Context: an optimization exercise on an open-source flow, tuned for small area, a short achievable clock period and few clock cycles per item. The choices shown serve that exercise and are no tape-out recipe.

Design centered_moving_average_unit, start of the top module:
module centered_moving_average_unit #(
  parameter int MAX_HALF_WIDTH = CMA_MAX_HALF_WIDTH,
  parameter int SAMPLE_BITS    = CMA_SAMPLE_BITS
) (
  input  logic               clk,
  input  logic               rst,
  input  logic               cfg_wr_en,
  input  logic [CFG_W-1:0]   cfg_wr_data,    
  input  logic               s_axis_tvalid,
  output logic               s_axis_tready,
  input  logic [TDATA_W-1:0] s_axis_tdata,   
  input  logic               s_axis_tlast,   
  output logic               m_axis_tvalid,
  input  logic               m_axis_tready,
  output logic [TDATA_W-1:0] m_axis_tdata,   
  output logic               m_axis_tlast,   
  output logic               m_axis_tuser    
);
  localparam int SIDE_W = TAG_W + 2;
  localparam int RES_W  = VALUE_W + SIDE_W;
  logic [4:0]         h;
  logic               clr;
  logic [VALUE_W-1:0] in_x;
  logic [TAG_W-1:0]   in_tag;
  logic               in_last;
  logic               acc;
  logic               en;
  logic               skid_valid;
  logic               skid_valid_nx;
  logic               ptr;
  ...
For scale: roughly 6600 cells after synthesis, ~110 I/O pins, ~120000 µm² of cells after synthesis.
make LEC_CHECK=0 ABC_CLOCK_PERIOD_IN_PS=2500 CAP_MARGIN=20 CORE_MARGIN=2 CORE_UTILIZATION=40 SETUP_SLACK_MARGIN=2.9 SLEW_MARGIN=20 TNS_END_PERCENT=10 finish   # period 5.5 ns
run.sh (not shown) runs the stock make flow with config.mk's settings and CLKGATE_MAP_FILE= SYNTH_SCRIPT=/design/flow/synth_recipe.tcl, a recipe that flattens the netlist after the stock synthesis.
The first run finished with timing, DRC and antenna clean.
==> next run, changes <==
--- a/flow/design.v
+++ b/flow/design.v
@@ -161,37 +161,45 @@
   logic             em;        
   logic             fdone;     
   logic [CNT_W-1:0] n0;
   logic [LO_W-1:0]  b_lo;
   logic [HI_W-1:0]  b_hi;
   logic             b_ca;
   logic             b_cb;
   logic [ACC_W-1:0] opa;
   logic [ACC_W-1:0] opb;
   logic [LO_W+1:0]  lo_full;
+  logic [LO_W-1:0]  l_s;
+  logic [LO_W:0]    l_c;
+  logic [HI_W-1:0]  h_s;
+  logic [HI_W-1:0]  h_c;
   logic [HI_W-1:0]  hi_nx;
   logic             up;        
   logic             dn;        
   logic [4:0]       f1;
   logic [6:0]       t1;
   assign n0     = busy ? n : '0;
   assign b_lo   = busy ? lo : '0;
   assign b_hi   = busy ? hi : '0;
   assign b_ca   = busy && ca;
   assign b_cb   = busy && cb;
   assign up     = !ended && !pv && n0[0];
   assign dn     = ended && pv && !n0[0];
   assign opa     = ended ? '0 : ACC_W'(x);
   assign opb     = pv ? ~(ACC_W'(popv)) : '1;
-  assign lo_full = (LO_W+2)'(b_lo) + (LO_W+2)'(opa[LO_W-1:0]) + (LO_W+2)'(opb[LO_W-1:0]) +
-                   (LO_W+2)'(!dn) + (LO_W+2)'(up);
-  assign hi_nx   = b_hi + opa[ACC_W-1:LO_W] + opb[ACC_W-1:LO_W] + HI_W'(b_ca) + HI_W'(b_cb);
+  assign l_s     = b_lo ^ opa[LO_W-1:0] ^ opb[LO_W-1:0];
+  assign l_c     = {(b_lo & opa[LO_W-1:0]) | (b_lo & opb[LO_W-1:0]) | (opa[LO_W-1:0] & opb[LO_W-1:0]), !dn};
+  assign h_s     = b_hi ^ opa[ACC_W-1:LO_W] ^ opb[ACC_W-1:LO_W];
+  assign h_c     = {(b_hi[HI_W-2:0] & opa[ACC_W-2:LO_W]) | (b_hi[HI_W-2:0] & opb[ACC_W-2:LO_W]) |
+                    (opa[ACC_W-2:LO_W] & opb[ACC_W-2:LO_W]), b_ca};
+  cma_kadd #(.W(LO_W+2)) u_lo (.a({2'b00, l_s}), .b({1'b0, l_c}), .ci(up), .s(lo_full));
+  cma_kadd #(.W(HI_W))   u_hi (.a(h_s), .b(h_c), .ci(b_cb), .s(hi_nx));
   assign f1     = ended ? f + 5'd1 : 5'd0;
   assign t1     = {1'b0, t} + 7'd1;
   assign done   = part && (ended ? fdone : (tlast && h0));
   assign emit   = part && em;
   assign user   = done && (ended ? short_q : !ge2h);
   assign ended_nx = part ? ((ended || tlast) && !done) : ended;
   assign busy_q   = !(rst || cfg) && (part ? !done : busy);
   assign ended_q  = !(rst || cfg) && ended_nx;
   always_ff @(posedge clk) begin
     if (rst || cfg) begin
@@ -526,21 +534,22 @@
     end
   end
   always_ff @(posedge clk) begin
     if (en) begin
       e_slot <= s_emit[1];
       e_last <= s_emit[1] ? s_done[1] : s_done[0];
       e_user <= s_emit[1] ? s_user[1] : s_user[0];
     end
   end
   for (genvar i = 0; i < 2; i++) begin : g_half
-    assign hi_sum[i] = s_hi[i] + HI_W'(s_ca[i]) + HI_W'(s_cb[i]);
+    cma_kadd #(.W(HI_W)) u_hs (.a(s_hi[i]), .b(HI_W'({s_ca[i] && s_cb[i], s_ca[i] ^ s_cb[i]})), .ci(1'b0),
+                               .s(hi_sum[i]));
   end
   always_ff @(posedge clk) begin
     if (rst) begin
       p_valid <= 1'b0;
     end else if (en) begin
       p_valid <= e_valid;
     end
   end
   always_ff @(posedge clk) begin
     if (en) begin
The new run passed the timing, design-rule and antenna checks.
Worst setup slack gets better by 0.97 ns.
Critical path depth went down by 8.
Cell count drops by 2.5%.
Global-route usage shrinks by 0.32 points.
Routed wire length drops by 3.2%.
No functional check of the RTL was part of any run of this note.

[separate check: timing with driven ports]
How much do the figures lean on ideal ports? The routed layouts below were timed once more, with nothing changed but the port constraints. Step 1 (the two cells are an assumption about what drives the block):
set clk [get_ports {clk}]
set_driving_cell -lib_cell sky130_fd_sc_hd__clkbuf_16 $clk
set_driving_cell -lib_cell sky130_fd_sc_hd__buf_2 [delete_from_list [all_inputs] $clk]
Step 2 times the ports against the registers' clock, not the clock port: input delays grow and output delays shrink by t, the midpoint of the rising clock arrivals with the driver on. Three values: ideal ports, drivers, drivers and shift; two values: the first two.
run	t (ns)	setup WS [ns]	worst setup path after step 2	worst register clock-pin slew, ns	cell pins on the clock port's net
the first run	0.986	1.459 / 1.459 / 0.626	input to register	0.07 / 0.07	1
the second run	0.960	2.424 / 2.424 / 1.566	input to register	0.07 / 0.07	1
After both steps setup and hold are still met in every run listed. For the second run, which loses most, drivers alone change the setup slack by 0.000 ns; drivers and shift together by -0.858 ns.
